This is an optimization exercise on Yosys and OpenROAD, whose aim is small area, a short achievable clock period and few clock cycles per item, not a production implementation.
In this exercise RTL edits were held to simulation tests only and were not proved equivalent to the original.
Power is estimated from default activity; no workload was simulated.

==> flow/run.sh <==
#!/bin/bash
# synth_recipe.tcl (not shown) runs the flow's synth.tcl, then flattens the netlist and writes it again
# the make line also repeats each setting of config.mk as NAME=value (left out here)
make -C /OpenROAD-flow-scripts/flow DESIGN_CONFIG=/design/flow/config.mk WORK_HOME=/design/flow/orfs CLKGATE_MAP_FILE= SYNTH_SCRIPT=/design/flow/synth_recipe.tcl finish
==> flow/config.mk <==
export PLATFORM = sky130hd
export DESIGN_NAME = mulDivHazardUnit
export DESIGN_NICKNAME = mulDivHazardUnit
export VERILOG_FILES = /design/flow/design.v
export SDC_FILE = /design/flow/constraint.sdc
export NUM_CORES = 4
export LEC_CHECK = 0
export ABC_AREA = 1
export CAP_MARGIN = 20
export CORE_MARGIN = 2
export CORE_UTILIZATION = 40
export SETUP_SLACK_MARGIN = 2.4
export SLEW_MARGIN = 20
==> flow/constraint.sdc <==
create_clock -name core_clock -period 6.0 [get_ports {clock}]
set_input_delay 1.2000 -clock core_clock [delete_from_list [all_inputs] [get_ports {clock}]]
set_output_delay 1.2000 -clock core_clock [all_outputs]
set_load 0.01 [all_outputs]
==> flow/design.v <==
`timescale 1ns/1ps
module mulDivHazardUnit (
	input logic clock,
	input logic rst,
	input logic ctrlMult,
	input logic ctrlDiv,
	input logic [31:0] operandA,
	input logic [31:0] operandB,
	input logic [4:0] rdIn,
	input logic [4:0] rs1,
	input logic [4:0] rs2,
	input logic [4:0] rd,
	output logic [31:0] result,
	output logic exception,
	output logic resultRdy,
	output logic stall
);
	function automatic logic [4:0] thermLen(logic [31:0] m);
		logic [32:0] t;
		t = {1'b0, m};
		for (int k = 0; k < 5; k++) begin
			thermLen[k] = 1'b0;
			for (int j = 1; (j << k) < 32; j += 2) begin
				thermLen[k] = thermLen[k] | (t[(j << k) - 1] & ~t[((j + 1) << k) - 1]);
			end
		end
	endfunction
	function automatic logic [2:0] booth(logic b1, logic b0, logic bm);
		booth[0] = b0 ^ bm;
		booth[1] = (b1 & ~b0 & ~bm) | (~b1 & b0 & bm);
		booth[2] = b1 & ~(b0 & bm);
	endfunction
	function automatic logic [38:0] addSk(logic [38:0] a, logic [38:0] b);
		logic [38:0] g;
		logic [38:0] p;
		logic [38:0] gg;
		logic [38:0] pp;
		g = a & b;
		p = a ^ b;
		gg = g;
		pp = p;
		for (int k = 1; k < 39; k <<= 1) begin
			for (int i = 0; i < 39; i++) begin
				if ((i & k) != 0) begin
					gg[i] = gg[i] | (pp[i] & gg[(i & ~(k - 1)) - 1]);
					pp[i] = pp[i] & pp[(i & ~(k - 1)) - 1];
				end
			end
		end
		addSk = p ^ {gg[37:0], 1'b0};
	endfunction
	logic busy;
	logic hazEn;
	logic [4:0] dest;
	logic phMul;
	logic phShift;
	logic phDiv;
	logic phFin;
	logic mulRes;
	logic zeroRes;
	logic [4:0] cnt;
	logic inv;
	logic divSb;
	logic negq;
	logic saR;
	logic ovf;
	logic sOvf;
	logic excReg;
	logic [37:0] R;
	logic [33:0] S;
	logic [31:0] Q;
	logic req;
	logic sa;
	logic sb;
	logic [31:0] magA;
	logic [31:0] magB;
	logic [31:0] maskA;
	logic [31:0] maskB;
	logic swap;
	logic swap2;
	logic fastNeg;
	logic dNeg;
	logic bZero;
	logic divTrivial;
	logic [4:0] lenA;
	logic [4:0] lenB;
	logic [6:0] dRaw;
	logic [4:0] lenAr;
	logic [4:0] lenBr;
	logic [4:0] dAmt;
	assign req = ctrlMult | ctrlDiv;
	assign sa = operandA[31];
	assign sb = operandB[31];
	assign magA = operandA ^ {32{sa}};
	assign magB = operandB ^ {32{sb}};
	always_comb begin
		maskA[31] = magA[31];
		maskB[31] = magB[31];
		for (int i = 30; i >= 0; i--) begin
			maskA[i] = maskA[i + 1] | magA[i];
			maskB[i] = maskB[i + 1] | magB[i];
		end
	end
	assign lenA = thermLen(maskA);
	assign lenB = thermLen(maskB);
	logic [7:0] nibA;
	logic [7:0] nibB;
	logic [7:0] nibMaskA;
	always_comb begin
		for (int k = 0; k < 8; k++) begin
			nibA[k] = |magA[4 * k +: 4];
			nibB[k] = |magB[4 * k +: 4];
		end
		nibMaskA[7] = nibA[7];
		for (int k = 6; k >= 0; k--) begin
			nibMaskA[k] = nibMaskA[k + 1] | nibA[k];
		end
	end
	assign swap = |(nibB & ~nibMaskA);
	assign swap2 = |(nibB & ~{nibMaskA[6:0], 1'b1});
	assign dRaw = {2'b00, lenAr} + {6'b0, saR} - {2'b00, lenBr};
	assign dAmt = dRaw[4:0];
	assign dNeg = dRaw[6];
	assign bZero = operandB == 32'd0;
	assign fastNeg = sa ? swap2 : swap;
	assign divTrivial = bZero | fastNeg;
	logic rBadLoose;
	logic rBadStrict;
	logic selQ;
	logic selS1;
	logic selS2;
	logic selZ1;
	logic selZ2;
	logic fy;
	logic fz;
	logic cz;
	logic nz;
	logic [37:0] sExt;
	logic [37:0] x;
	logic [37:0] y;
	logic [37:0] z;
	logic [37:0] csaS;
	logic [37:0] csaC;
	logic [38:0] sumW;
	logic [37:0] sum;
	assign rBadLoose = ~((R[37:31] == 7'h00) | (R[37:31] == 7'h7f) |
		(R[37:0] == 38'h0080000000));
	assign rBadStrict = ~((R[37:31] == 7'h00) | (R[37:31] == 7'h7f));
	assign sExt = {{4{S[33]}}, S};
	assign x = selQ ? 38'd0 : R;
	assign y = (({6'd0, Q} & {38{selQ}}) | (sExt & {38{selS1}}) |
		({sExt[36:0], 1'b0} & {38{selS2}})) ^ {38{fy}};
	assign z = (({sExt[35:0], 2'b00} & {38{selZ1}}) |
		({sExt[34:0], 3'b000} & {38{selZ2}})) ^ {38{fz}};
	assign csaS = x ^ y ^ z;
	assign csaC = {(x[36:0] & y[36:0]) | (x[36:0] & z[36:0]) | (y[36:0] & z[36:0]), fy};
	assign sumW = addSk({csaS, cz}, {csaC, cz});
	assign nz = selS1 | selS2 | selZ1 | selZ2;
	logic [31:0] qAcc;
	logic lookAcc;
	logic [2:0] dA0;
	logic [2:0] dA1;
	logic [2:0] dM0;
	logic [2:0] dM1;
	logic fyDiv;
	logic [2:0] dAa0;
	logic [2:0] dAa1;
	logic [2:0] dAb0;
	logic [2:0] dAb1;
	assign qAcc = swap ? magA : magB;
	assign lookAcc = swap ? sa : sb;
	assign dAa0 = booth(magA[1], magA[0], sa) ^ {sa, 2'b00};
	assign dAa1 = booth(magA[3], magA[2], magA[1]) ^ {sa, 2'b00};
	assign dAb0 = booth(magB[1], magB[0], sb) ^ {sb, 2'b00};
	assign dAb1 = booth(magB[3], magB[2], magB[1]) ^ {sb, 2'b00};
	assign dA0 = swap ? dAa0 : dAb0;
	assign dA1 = swap ? dAa1 : dAb1;
	assign dM0 = booth(Q[5], Q[4], Q[3]);
	assign dM1 = booth(Q[7], Q[6], Q[5]);
	assign fyDiv = ~sum[37] ^ divSb;
	assign sum = sumW[38:1];
	logic [4:0] shAmt;
	logic [33:0] sShl;
	assign shAmt = dAmt;
	assign sShl = S << shAmt;
	logic mulLast;
	logic done;
	logic ovfNext;
	assign mulLast = Q[31:3] == 29'd0;
	assign done = (phMul & mulLast) | phFin;
	assign ovfNext = ovf | rBadLoose | (sOvf & nz);
	always_ff @(posedge clock) begin
		if (rst) begin
			busy <= 1'b0;
			hazEn <= 1'b0;
			resultRdy <= 1'b0;
			phMul <= 1'b0;
			phShift <= 1'b0;
			phDiv <= 1'b0;
			phFin <= 1'b0;
		end else begin
			resultRdy <= 1'b0;
			if (!busy) begin
				if (req) begin
					busy <= ctrlMult | ~divTrivial;
					hazEn <= (ctrlMult | ~divTrivial) & (rdIn != 5'd0);
					resultRdy <= ~ctrlMult & divTrivial;
					phMul <= ctrlMult;
					phShift <= ~ctrlMult & ~divTrivial;
				end
			end else begin
				if (done) begin
					busy <= 1'b0;
					hazEn <= 1'b0;
					resultRdy <= 1'b1;
					phMul <= 1'b0;
					phFin <= 1'b0;
				end
				if (phShift) begin
					phShift <= 1'b0;
					phDiv <= ~dNeg;
					busy <= ~dNeg;
					hazEn <= hazEn & ~dNeg;
					resultRdy <= dNeg;
				end
				if (phDiv && cnt == 5'd0) begin
					phDiv <= 1'b0;
					phFin <= 1'b1;
				end
			end
		end
	end
	always_ff @(posedge clock) begin
		if (!busy) begin
			dest <= rdIn;
			ovf <= 1'b0;
			sOvf <= 1'b0;
			inv <= swap ? sa : sb;
			saR <= sa;
			divSb <= sb;
			negq <= sa ^ sb;
			lenAr <= lenA;
			lenBr <= {lenB[4:1], lenB[0] | (lenB[4:1] == 4'd0)};
			mulRes <= ctrlMult;
			zeroRes <= ~ctrlMult & divTrivial;
			excReg <= ~ctrlMult & bZero;
		end else begin
			if (phMul) begin
				ovf <= ovfNext;
				excReg <= ovfNext;
				sOvf <= sOvf | ~((S[33:29] == 5'h00) | (S[33:29] == 5'h1f));
			end
			if (phShift) begin
				cnt <= dAmt;
				zeroRes <= dNeg;
			end
			if (phDiv) begin
				cnt <= cnt - 5'd1;
			end
		end
	end
	always_ff @(posedge clock) begin
		if (!busy) begin
			selQ <= 1'b0;
			selS1 <= ctrlMult & dA0[0];
			selS2 <= ctrlMult & dA0[1];
			selZ1 <= ctrlMult & dA1[0];
			selZ2 <= ctrlMult & dA1[1];
			fy <= ctrlMult & dA0[2];
			fz <= ctrlMult & dA1[2];
			cz <= ctrlMult ? dA1[2] : sa;
		end else if (phMul) begin
			selQ <= 1'b0;
			selS1 <= dM0[0];
			selS2 <= dM0[1];
			selZ1 <= dM1[0];
			selZ2 <= dM1[1];
			fy <= dM0[2] ^ inv;
			fz <= dM1[2] ^ inv;
			cz <= dM1[2] ^ inv;
		end else begin
			selQ <= phDiv & (cnt == 5'd0);
			selS1 <= phShift | (phDiv & (cnt != 5'd0));
			selS2 <= 1'b0;
			selZ1 <= 1'b0;
			selZ2 <= 1'b0;
			fy <= phShift ? ~divSb : ((cnt == 5'd0) ? negq : fyDiv);
			fz <= 1'b0;
			cz <= 1'b0;
		end
	end
	always_ff @(posedge clock) begin
		if (!busy) begin
			S <= (~ctrlMult | swap) ? {{2{sb}}, operandB} : {{2{sa}}, operandA};
			Q <= ctrlMult ? (swap ? magA : magB) : 32'd0;
			R <= ctrlMult ? 38'd0 : {6'd0, magA};
		end else begin
			R <= sum;
			if (phMul) begin
				S <= {S[29:0], 4'h0};
				Q <= {4'h0, Q[31:4]};
			end else begin
				S <= phShift ? sShl : {S[33], S[33:1]};
				Q <= {Q[30:0], phDiv & ~sum[37]};
			end
		end
	end
	assign result = R[31:0] & {32{~zeroRes}};
	assign exception = excReg | (mulRes & rBadStrict);
	assign stall = (busy & req) |
		(hazEn & ((rs1 == dest) | (rs2 == dest) | (rd == dest)));
endmodule
==> results of run 1 <==
-- cell families (layout without fill, tap and decap cells) --
logic type               count (synthesis)  count (layout)  synth area share
flip-flops                             148             148            0.2256
AND/OR/NAND/NOR                        787             788            0.2301
AO/OA/AOI/OAI                          521             521            0.2206
buffers and inverters                  358             519            0.1012
adder cells (fa/ha/maj)                 99              99            0.1093
XOR/XNOR                               145             145           0.09587
multiplexers                            25              25           0.01735
-- per-stage QoR --
step | setup slack, ns | utilization | hold WS, ns | instance area [um2] | std cells
3_5_place_dp | 1.116 | 0.4485 | 0.4483 | 15950 | 2588
6_report | 2.351 | 0.5363 | 0.4735 | 19080 | 2706
5_1_grt | 2.158 | 0.5363 | 0.4938 | 19080 | 2706
4_1_cts | 2.298 | 0.4795 | 0.4587 | 17050 | 2641
3_3_place_gp | 1.151 | 0.4485 | 0.4435 | 15950 | 2588
2_1_floorplan | 2.482 | - | 0.4284 | 14420 | 2083
-- repair_timing --
action	in CTS	in global routing
pin swaps	19	78
endpoints found under the setup margin	112	76
gates resized for setup	106	246
gates cloned	2	13
setup buffers	19	52
-- flip-flops by register name, summed over array words and instances (netlist names), 5 cells and up --
| name | flops |
|---|---|
| lenAr | 5 |
| Q | 32 |
| lenBr | 5 |
| dest | 5 |
| cnt | 5 |
| S | 34 |
| R | 38 |
-- final timing paths --
check | slack (ns) | to | start
setup reg to reg | 2.35 | fy | selS2
hold reg to reg | 0.47 | ovf | ovf
setup / recovery | 2.35 | fy | selS2
hold / removal | 0.47 | ovf | ovf
-- worst register-to-register path, cell delays in order, from the launching register on --
cell and delay, ns:
dfxtp_2 0.36, clkinvlp_4 0.10, buf_12 0.16, clkbuf_16 0.17
o221ai_4 0.14, xor2_1 0.26, fa_1 0.52, ha_4 0.32
nand2_4 0.07, nor4_4 0.32, nand2_4 0.11, nand2_8 0.11
nand2_4 0.06, nand2_4 0.08, nand2_4 0.07, nand2_4 0.07
nand2_4 0.06, nand2_4 0.08, nand2_2 0.05, nand3_2 0.06
nand2_1 0.07, nand2_2 0.13, nand2_1 0.07, nand2_1 0.06
nand2_1 0.06
-- power breakdown --
part	leakage [nW]	internal (mW)	total, mW	switching (mW)
clock network	0.285	0.591	1.14	0.545
logic	6.78	2.74	6.68	3.94
registers	1.27	1.25	1.43	0.182
total	8.34	4.58	9.25	4.66
-- area by class of cell --
type / count / area (um2) / share of cell area
clock buffers: 18 / 429.2 / 0.02250
clock inverters: 14 / 157.7 / 0.008264
inverters: 248 / 993.5 / 0.05208
multi-input cells: 1578 / 11160 / 0.5851
flip-flops and latches: 148 / 3273 / 0.1716
well taps: 461 / 576.8 / 0.03024
repair buffers: 236 / 2461 / 0.1290
repair inverters: 3 / 22.52 / 0.001181
-- routing by layer --
metal	up-vias	wire (um)	GRT usage
met5	-	13	0
met4	2	5069	0.2197
met3	245	6440	0.06471
met2	944	30280	0.5362
met1	7754	28780	0.4602
li1	7379	-	-
-- cell usage after synthesis (all sizes together) (22+ instances only) --
library cell | n | area share
a21oi | 116 | 0.040
buf | 36 | 0.017
clkbuf | 74 | 0.019
dfxtp | 119 | 0.17
edfxtp | 29 | 0.060
fa | 45 | 0.062
ha | 54 | 0.047
inv | 239 | 0.063
mux2i | 25 | 0.017
nand2 | 430 | 0.11
nand3 | 83 | 0.029
nand4 | 24 | 0.011
nor2 | 198 | 0.055
nor4 | 22 | 0.0095
o211ai | 39 | 0.021
o21ai | 189 | 0.066
o221ai | 57 | 0.035
o22ai | 60 | 0.026
xnor2 | 54 | 0.040
xor2 | 91 | 0.056
==> impl_results.md, run 1 <==
- Deepest clock path buffer count: 2
- Hold Path Stages: 2
- Slew Viols, Final: 0
- Crit-path leading delay family: simple AND/OR/NAND/NOR gates
- Overall power: between 9 and 10 mW
- First-pass GRT wire length: between 90000 and 100000 um
- Worst VDD drop: a little over 0.0003 V
- Fin nets: between 2000 and 2500
- # port buffers: 122
- Synth Area per Inst: 6.923 um2
- Num ports: 123
- Core area: 0.03557 mm2
- Ys flop type: dfxtp_1
- Chip Width: roughly 190 um
- H-tree levels: 4
- Syn. warnings: 1
- Via count: 16324
- CP Depth: 24
- TritonRoute pass-1 iters: 7
- Max Cap Viol: 0
- Hpwl dp: a little over 50000 um
- Total negative slack: 0 ns
- Total gr overflow: 0
- CP Cell Sequence: clkinvlp_4 > buf_12 > clkbuf_16 > o221ai_4 > xor2_1 > fa_1 > ha_4 > nand2_4 > nor4_4 > nand2_4 > nand2_8 > nand2_4 > nand2_4 > nand2_4 > nand2_4 > nand2_4 > nand2_4 > nand2_2 > nand3_2 > nand2_1 > nand2_2 > nand2_1 > nand2_1 > nand2_1
- Crit path launch type: flip-flop
- Post-Syn Nets: about 2300
- Initial core utilization: 0.4054
- Area delta synth->final: 32.27%
- Rows: 69
- Critical Path AT: between 4 and 5 ns
- Routed WL: 70590 um
- CP dominant cell by count: nand2_4
- RSZ-0062 raised after global routing: yes
- HP Class: flip-flop to flip-flop
- Number of enable flip-flop cells after synthesis: 29
- Layout cells sized above 1: 0.1759
- Commonest non-fill, non-tap cell in the layout: nand2_1
- Count of cell types in the netlist: 66
- Worst-margin pin slew: between 1 and 1.5 ns
- Final Hold Fails: 0
- CTS tree: yes
- Critical path endpoint category: flip-flop
- Synth async-reset ratio: 0
- DRT iter0 DRCs: 1990
- Routed WL per cell: ~26 um
- Root Driver: clkbuf_16
- CTS Sinks: around 150
- Most frequent cells in the layout: nand2_1 (392), inv_1 (219), nor2_1 (180)
- Clock latency (worst-skew pair): around 0.48 ns
- Worst Path Buf+Inv: 3
- Worst r2r path cells: 24
- CTS buffer count: 17
- Crit path max-delay cell type: fa_1
- Diode count: 0
- Mapped Cells: 2083
- Clk_skew: between 0.015 and 0.02 ns
- Max FO, Critical Path: 6
- Sequential-to-total area share from yosys stat: 0.2256
- Filler cell count: ~3500
- Vias per cell: around 6.0
- Largest net degree at the start of global routing: 66
- Final ANT Viol Nets: 0
- Static Leak: about 8.3 nW
- Crit Path Class: flip-flop to flip-flop
- Status: finished clean
- Crit path time final: roughly 3.6 ns
- Tot GR Track Use: 0.3517
- Required time of the worst setup path: 6.38 ns
- CP max stage delay: about 0.52 ns
- Slew headroom: 0.1984
- Clock-pin slew on the worst setup and hold paths: about 0.080 ns
- Number of global-route vias before repair: between 15000 and 20000
- Mapped Area: 0.01442 mm2
- Die Area: about 0.038 mm2
- Synth Register Bits: about 150
- DRC errors left: 0
- Hold_buf cts: 0
- Die H: a little under 200 um
- Setup-failing EPs final: 0
- FMAX: roughly 270 MHz
- Antenna violations before repair: 1
- Gpl congestion: roughly 1.0
- Fin crit share: 0.6081
- Power Dens Cells: just under 500 mW/mm2
Testbench counts, summed over its fixed seeds: cycles 3,265, ops 512.
==> run 2, diff against run 1 <==
--- a/flow/config.mk
+++ b/flow/config.mk
@@ -9,5 +9,5 @@
 export CAP_MARGIN = 20
 export CORE_MARGIN = 2
 export CORE_UTILIZATION = 40
-export SETUP_SLACK_MARGIN = 2.4
+export SETUP_SLACK_MARGIN = 2.25
 export SLEW_MARGIN = 20
==> run 2 against run 1 <==
Net effect: largest power group unchanged; critical endpoint is now S[8]; register-to-register slack worse by 0.08 ns; count of clock-buffer cells in the layout stayed put; sequential cell count stayed put; still clean on timing, DRC and antenna; die area stayed put; combinational power is 17% lower; critical path type unchanged; via count is 2.7% lower.
==> impl_results.md, run 2 <==
- Die Area: 0.03759 mm2 (unchanged)
- Post-synth top area cell: dfxtp_1 (unchanged)
- Design area: 0.01774 mm2 (was 0.01908 mm2)
- DP Worst Slack: 1.116 ns (unchanged)
- Fin nets: 2382 (was 2419)
- Crit. Startpoint: lenBr[0] (was selS2)
- TritonRoute pass-1 iters: 6 (was 7)
- Reg-to-Reg End: S[8] (was fy)
- R2R Path Start: lenBr[0] (was selS2)
- Max Cap Viol: 0 (unchanged)
- Sequential cell area: 0.003267 mm2 (was 0.003273 mm2)
- Diode count: 0 (unchanged)
- Final Hold Fails: 0 (unchanged)
- Crit Path Class: flip-flop to flip-flop (unchanged)
- Hold path startpoint: ovf (unchanged)
- Fin util: 0.4988 (was 0.5363)
- Commonest non-fill, non-tap cell in the layout: nand2_1 (unchanged)
- Simple-gate portion of the synthesized area: 0.2301 (unchanged)
- Routed WL per cell: 25.39 um (was 26.09 um)
- Gpl congestion: 1.039 (unchanged)
- # port buffers: 122 (unchanged)
- Mux cell area share after synthesis: 0.01735 (unchanged)
- Slew Viols, Final: 0 (unchanged)
- Chip Width: 193.9 um (unchanged)
- Static Leak: 7.916 nW (was 8.337 nW)
- Required time of the worst setup path: 6.40 ns (was 6.38 ns)
- Most frequent cells in the layout: nand2_1 (407), inv_1 (221), nor2_1 (184) (was nand2_1 (392), inv_1 (219), nor2_1 (180))
- Rows: 69 (unchanged)
- Count of cell types in the netlist: 66 (unchanged)
- Die H: 193.9 um (unchanged)
- R2R Setup Slk: 2.27 ns (was 2.35 ns)
- Num ports: 123 (unchanged)
- Synth top area share: 0.1652 (unchanged)
- Root Driver: clkbuf_16 (unchanged)
- HP Class: flip-flop to flip-flop (unchanged)
- Layout cells sized above 1: 0.1191 (was 0.1759)
- Tot GR Track Use: 0.3494 (was 0.3517)
- Clock-pin slew on the worst setup and hold paths: 0.08 ns (about the same)
- Setup-failing EPs final: 0 (unchanged)
- Synth cell count leaders: nand2_1 (428), inv_1 (232), nor2_1 (190), o21ai_0 (164), dfxtp_1 (119) (unchanged)
- Biggest regs: R (38), S (34), Q (32) (unchanged)
- Critical Path AT: 4.13 ns (was 4.03 ns)
- Status: finished clean (unchanged)
- Sequential-to-total area share from yosys stat: 0.2256 (unchanged)
- RSZ-0062 raised after global routing: yes (unchanged)
- Deepest clock path buffer count: 2 (unchanged)
- Number of enable flip-flop cells after synthesis: 29 (unchanged)
- Clock latency (worst-skew pair): 0.48 ns (about the same)
- Number of global-route vias before repair: 15103 (was 15148)
- Largest Register: R (unchanged)
- Max FO, Critical Path: 65 (was 6)
- Final ANT Viol Nets: 0 (unchanged)
- Synth Area in Compound Gates: 0.2206 (unchanged)
- Hpwl dp: 51800 um (unchanged)
- Crit path capture: S[8] (was fy)
- Post-synthesis xor/xnor area fraction: 0.09587 (unchanged)
- Clk_skew: 0.01634 ns (was 0.01587 ns)
- Vias per cell: 5.953 (was 6.033)
- CTS buffer count: 17 (unchanged)
- Post-Synth Adder-Cell Area: 0.1093 (unchanged)
- H-tree levels: 4 (unchanged)
- Placed cells: 2588 (unchanged)
- Overall power: 8.079 mW (was 9.248 mW)
- FMAX: 268.1 MHz (was 274.1 MHz)
- Final Worst Setup Slack: 2.270 ns (was 2.351 ns)
- First-pass GRT wire length: 97550 um (was 98120 um)
- CTS Sinks: 148 (unchanged)
- Filler cell count: 3627 (was 3470)
- Main combinational cell family by area after synthesis: simple AND/OR/NAND/NOR gates (unchanged)
- Via count: 15888 (was 16324)
- Hold Path Stages: 2 (unchanged)
- Fin crit share: 0.6216 (was 0.6081)
- Initial core utilization: 0.4054 (unchanged)
- Critical path endpoint category: flip-flop (unchanged)
- DRC errors left: 0 (unchanged)
- Total negative slack: 0 ns (unchanged)
- Area of placed instances: 0.01595 mm2 (unchanged)
- Synth async-reset ratio: 0 (unchanged)
- Antenna violations before repair: 1 (unchanged)
- Ys flop type: dfxtp_1 (unchanged)
- Power Dens Cells: 455.4 mW/mm2 (was 484.8 mW/mm2)
- Top cells by area, synth: dfxtp_1 (17%), nand2_1 (11%), fa_1 (6.2%) (unchanged)
- Synth Register Bits: 148 (unchanged)
- Crit path launch type: flip-flop (unchanged)
- Mapped Cells: 2083 (unchanged)
- Mapped Area: 0.01442 mm2 (unchanged)
- Hold_buf cts: 0 (unchanged)
- Core area: 0.03557 mm2 (unchanged)
- Hold WS: 0.4640 ns (was 0.4735 ns)
- Syn. warnings: 1 (unchanged)
- Area delta synth->final: 23.03% (was 32.27%)
- Non-filler instance count after layout: 2669 (was 2706)
- Slew headroom: 0.2642 (was 0.1984)
- Flip-flop count of the largest register after layout: 38 (unchanged)
- DRT iter0 DRCs: 1852 (was 1990)
- Worst r2r path cells: 13 (was 24)
- Largest net degree at the start of global routing: 66 (unchanged)
- CTS tree: yes (unchanged)
- Routed WL: 67760 um (was 70590 um)
- Crit path time final: 3.730 ns (was 3.649 ns)
- Total gr overflow: 0 (unchanged)
- Synth Area per Inst: 6.923 um2 (unchanged)
- Post-Syn Nets: 2270 (unchanged)
- Worst VDD drop: 0.0002883 V (was 0.0003099 V)
- Worst-margin pin slew: 1.090 ns (was 1.187 ns)
- Count leader, synth: nand2_1 (unchanged)
- Multi-input gate area: 0.01033 mm2 (was 0.01116 mm2)
[run 2: cell count changes in the layout (fill, tap and decap cells not counted), sizes merged]
| cell | before | now |
|---|---|---|
| clkdlybuf4s15 | 2 | 0 |
| dlymetal6s2s | 11 | 10 |
| bufbuf | 1 | 0 |
| clkinvlp | 10 | 8 |
| clkdlybuf4s50 | 93 | 108 |
| clkbuf | 28 | 20 |
| buf | 107 | 78 |
| inv | 243 | 245 |
| dlygate4sd2 | 12 | 1 |
[run 2: layout make-up]
type	instances	area share
Tap cell	461	0.03251
Clock buffer	18	0.02419
Timing Repair Buffer	199	0.1123
Sequential cell	148	0.1841
Multi-Input combinational cell	1578	0.5820
Inverter	248	0.05494
Timing Repair inverter	3	0.001058
Clock inverter	14	0.008886
[run 2: timing repair]
action | 4_1_cts | 5_1_grt
endpoints found under the setup margin | 98 | 80
buffers inserted | 13 | 30
cloned | 1 | 5
gates resized for setup | 49 | 135
pin swaps | 7 | 27
[run 2: how the worst min path moves through the flow]
| stage | end | slack, ns |
|---|---|---|
| 2_1_floorplan | ovf | 0.43 |
| 3_3_place_gp | ovf | 0.44 |
| 3_5_place_dp | ovf | 0.45 |
| 4_1_cts | ovf | 0.46 |
| 5_1_grt | ovf | 0.49 |
| 6_report | ovf | 0.46 |
[run 2: cell families after synthesis]
family | Yosys count
and+or+nand+nor | 787
adders and majority gates | 99
buffers and inverters | 358
DFF | 148
muxes | 25
xor gates and xnor gates | 145
AOI/OAI and AO/OA | 521
[run 2: per-layer routing]
| layer | vias to the layer above | routed length (um) | track usage |
|---|---|---|---|
| li1 | 7306 | - | - |
| met1 | 7510 | 28150 | 0.4599 |
| met2 | 850 | 29000 | 0.5343 |
| met3 | 220 | 5632 | 0.05914 |
| met4 | 2 | 4888 | 0.2166 |
| met5 | - | 83 | 0 |
[run 2: worst max-delay path: stages, from the launching register on]
cell,delay (ns)
edfxtp_1,0.39
ha_1,0.28
inv_1,0.06
ha_2,0.35
buf_8,0.23
o21ai_0,0.71
mux2i_1,0.24
mux2i_1,0.37
nand2_1,0.08
o21ai_0,0.19
nand2_1,0.24
a21oi_1,0.26
a21oi_1,0.10
o21ai_0,0.15
[run 2: where the power goes]
| part | internal (mW) | switching, mW | leakage (nW) | total, mW |
|---|---|---|---|---|
| Clock | 0.591 | 0.540 | 0.285 | 1.13 |
| Combinational | 2.08 | 3.44 | 6.36 | 5.52 |
| Sequential | 1.25 | 0.179 | 1.27 | 1.43 |
| Total | 3.92 | 4.15 | 7.92 | 8.08 |
==> run 3, diff against run 2 <==
--- a/flow/config.mk
+++ b/flow/config.mk
@@ -9,5 +9,6 @@
 export CAP_MARGIN = 20
 export CORE_MARGIN = 2
 export CORE_UTILIZATION = 40
+export CTS_BUF_LIST = sky130_fd_sc_hd__clkbuf_8
 export SETUP_SLACK_MARGIN = 2.25
 export SLEW_MARGIN = 20
==> run 3 against run 2 <==
Net effect: sequential power about the same; die area is the same; critical path type is now input pin to flip-flop; largest power group unchanged; sequential share of layout area rose by 0.25 points; still clean on timing, DRC and antenna; non-clock buffer count fell by 10; register-to-register slack barely moved; combinational power grew 3%.
==> impl_results.md, run 3 <==
- Multi-input gate area: 0.01041 mm2 (was 0.01033 mm2)
- Initial core utilization: 0.4054 (unchanged)
- Die Area: 0.03759 mm2 (unchanged)
- FMAX: 267.0 MHz (was 268.1 MHz)
- Chip Width: 193.9 um (unchanged)
- Hold path startpoint: ovf (unchanged)
- Die H: 193.9 um (unchanged)
- Routed WL: 67320 um (was 67760 um)
- RSZ-0062 raised after global routing: yes (unchanged)
- Filler cell count: 3671 (was 3627)
- Most frequent cells in the layout: nand2_1 (406), inv_1 (220), nor2_1 (185) (was nand2_1 (407), inv_1 (221), nor2_1 (184))
- Fin util: 0.4927 (was 0.4988)
- Max FO, Critical Path: 24 (was 65)
- Sequential-to-total area share from yosys stat: 0.2256 (unchanged)
- Antenna violations before repair: 1 (unchanged)
- Rows: 69 (unchanged)
- H-tree levels: 4 (unchanged)
- Critical path endpoint category: flip-flop (unchanged)
- Core area: 0.03557 mm2 (unchanged)
- Max Cap Viol: 0 (unchanged)
- Setup-failing EPs final: 0 (unchanged)
- Num ports: 123 (unchanged)
- Tot GR Track Use: 0.3485 (was 0.3494)
- Crit Path Class: input pin to flip-flop (was flip-flop to flip-flop)
- Hpwl dp: 51800 um (unchanged)
- Count leader, synth: nand2_1 (unchanged)
- Sequential cell area: 0.003271 mm2 (was 0.003267 mm2)
- Power Dens Cells: 454.4 mW/mm2 (was 455.4 mW/mm2)
- Count of cell types in the netlist: 66 (unchanged)
- Required time of the worst setup path: 6.39 ns (was 6.40 ns)
- CTS tree: yes (unchanged)
- Crit path launch type: input pin (was flip-flop)
- Crit. Startpoint: operandA[30] (was lenBr[0])
- Largest net degree at the start of global routing: 66 (unchanged)
- Post-synth top area cell: dfxtp_1 (unchanged)
- Gpl congestion: 1.039 (unchanged)
- Crit path time final: 3.745 ns (was 3.730 ns)
- R2R Setup Slk: 2.28 ns (was 2.27 ns)
- Slew Viols, Final: 0 (unchanged)
- Clk_skew: 0.02593 ns (was 0.01634 ns)
- Deepest clock path buffer count: 2 (unchanged)
- Total gr overflow: 0 (unchanged)
- DRT iter0 DRCs: 1600 (was 1852)
- Biggest regs: R (38), S (34), Q (32) (unchanged)
- Flip-flop count of the largest register after layout: 38 (unchanged)
- Synth cell count leaders: nand2_1 (428), inv_1 (232), nor2_1 (190), o21ai_0 (164), dfxtp_1 (119) (unchanged)
- Static Leak: 7.688 nW (was 7.916 nW)
- Clock latency (worst-skew pair): 0.53 ns (was 0.48 ns)
- Area delta synth->final: 21.52% (was 23.03%)
- Int Power: 3.778 mW (was 3.924 mW)
- Synth async-reset ratio: 0 (unchanged)
- Diode count: 0 (unchanged)
- Synth top area share: 0.1652 (unchanged)
- Psw: 4.185 mW (was 4.155 mW)
- Routed WL per cell: 25.32 um (was 25.39 um)
- Area of placed instances: 0.01595 mm2 (unchanged)
- Comb power frac: 0.714 (was 0.683)
- Total negative slack: 0 ns (unchanged)
- Number of enable flip-flop cells after synthesis: 29 (unchanged)
- Syn. warnings: 1 (unchanged)
- Worst VDD drop: 0.0002824 V (was 0.0002883 V)
- Fin crit share: 0.6242 (was 0.6216)
- Commonest non-fill, non-tap cell in the layout: nand2_1 (unchanged)
- Via count: 15885 (was 15888)
- CTS Sinks: 148 (unchanged)
- Worst-margin pin slew: 1.215 ns (was 1.090 ns)
- Final ANT Viol Nets: 0 (unchanged)
- Final Hold Fails: 0 (unchanged)
- Largest Register: R (unchanged)
- Synth Area per Inst: 6.923 um2 (unchanged)
- Sw Share: 0.5255 (was 0.5143)
- Clock power frac: 0.106 (was 0.140)
- Design area: 0.01752 mm2 (was 0.01774 mm2)
- Hold_buf cts: 0 (unchanged)
- Slew headroom: 0.1797 (was 0.2642)
- DRC errors left: 0 (unchanged)
- Clock-pin slew on the worst setup and hold paths: 0.11 ns (was 0.08 ns)
- Reg power frac: 0.180 (was 0.177)
- Status: finished clean (unchanged)
- Critical Path AT: 4.14 ns (was 4.13 ns)
- Root Driver: clkbuf_8 (was clkbuf_16)
- Vias per cell: 5.974 (was 5.953)
- Synth Register Bits: 148 (unchanged)
- Post-Syn Nets: 2270 (unchanged)
- Ys flop type: dfxtp_1 (unchanged)
- TritonRoute pass-1 iters: 5 (was 6)
- # port buffers: 122 (unchanged)
- Fin nets: 2372 (was 2382)
- Top cells by area, synth: dfxtp_1 (17%), nand2_1 (11%), fa_1 (6.2%) (unchanged)
- Mapped Cells: 2083 (unchanged)
- CTS buffer count: 17 (unchanged)
- R2R Path Start: lenBr[0] (unchanged)
- Mapped Area: 0.01442 mm2 (unchanged)
- First-pass GRT wire length: 97260 um (was 97550 um)
- Layout cells sized above 1: 0.1228 (was 0.1191)
- Number of global-route vias before repair: 15090 (was 15103)
- HP Class: flip-flop to flip-flop (unchanged)
[run 3: timing repair]
action / CTS / global route
hold endpoints to repair: 0 / 0
buffers inserted: 13 / 21
gates resized for setup: 44 / 145
setup endpoints to repair: 95 / 74
gates cloned: 1 / 4
pin swaps: 6 / 23
[run 3: path summary, 6_finish.rpt]
kind	end	depth (start not counted)
worst max-delay path	Q[9]	15
worst min-delay path	ovf	2
worst max register to register	S[8]	13
worst min register to register	ovf	2
[run 3: stage by stage]
stage	power [mW]	instances	hold WS (ns)	setup slack [ns]
floorplan	4.857	2083	0.4284	2.482
global placement	6.317	2588	0.4435	1.151
detailed placement	6.333	2588	0.4483	1.116
CTS	7.261	2634	0.4632	2.225
global route	8.604	2659	0.4927	2.105
finish	7.963	2659	0.4685	2.255
[run 3: cells by family (layout without fill, tap and decap cells)]
family,Yosys count,after routing,share of synthesized area
simple gates,787,788,0.2301
compound gates,521,521,0.2206
mux,25,25,0.01735
buf+inv,358,472,0.1012
xor+xnor,145,145,0.09587
flops,148,148,0.2256
fa+ha+maj,99,99,0.1093
[run 3: critical path, stage by stage]
cell and delay (ns):
clkdlybuf4s50_1 0.59, nand2_1 0.09, nand2_1 0.22, nand2_2 0.13, nor2_4 0.22, nand2_2 0.13, nor2_8 0.17, nand4_4 0.14
inv_2 0.13, nand3_2 0.15, nand3_4 0.20, buf_12 0.13, inv_6 0.08, o211ai_1 0.36, o221ai_1 0.19
[run 3: layout make-up]
| class | count | share of cell area |
|---|---|---|
| Clock buffer | 17 | 0.01335 |
| Clock inverter | 15 | 0.009210 |
| Inverter | 248 | 0.05569 |
| Multi-Input combinational cell | 1578 | 0.5940 |
| Sequential cell | 148 | 0.1866 |
| Tap cell | 461 | 0.03291 |
| Timing Repair Buffer | 189 | 0.1071 |
| Timing Repair inverter | 3 | 0.001071 |
[run 3: per-layer routing]
metal,part of all wire,track usage
met5,0.0014,0
met4,0.070,0.2113
met3,0.086,0.06001
met2,0.43,0.5354
met1,0.41,0.4576
[run 3: power groups by stage]
stage / clock network (mW) / logic, mW / registers, mW
2_1_floorplan: 0 / 3.48 / 1.37
3_5_place_dp: 0 / 4.89 / 1.45
5_1_grt: 0.883 / 6.26 / 1.46
4_1_cts: 0.847 / 4.99 / 1.42
6_report: 0.846 / 5.69 / 1.43
3_3_place_gp: 0 / 4.87 / 1.45

port drivers added, routing unchanged:
In the flow no input, the clock included, has a driving cell. The finished layouts below were timed again as built, in two steps.
Step 1 (the two cells are an assumption about what drives the block):
set clk [get_ports {clock}]
set_driving_cell -lib_cell sky130_fd_sc_hd__clkbuf_16 $clk
set_driving_cell -lib_cell sky130_fd_sc_hd__buf_2 [delete_from_list [all_inputs] $clk]
Step 2 also shifts input and output timing later by t, the mid clock arrival at the registers, as if the neighbouring blocks saw the same clock.
Slacks: no drivers / after step 1 / after step 2; pairs: no drivers / after step 1.
run	t (ns)	setup slack, ns	worst slew at a driven data input, ns
run 1	0.532	2.351 / 2.351 / 1.919	0.06
run 2	0.531	2.270 / 2.270 / 1.815	0.06
run 3	0.577	2.255 / 2.276 / 1.705	0.06
After both steps every run listed still meets setup and hold. For run 3, which loses most, drivers alone change the setup slack by +0.021 ns; drivers and shift together by -0.550 ns.
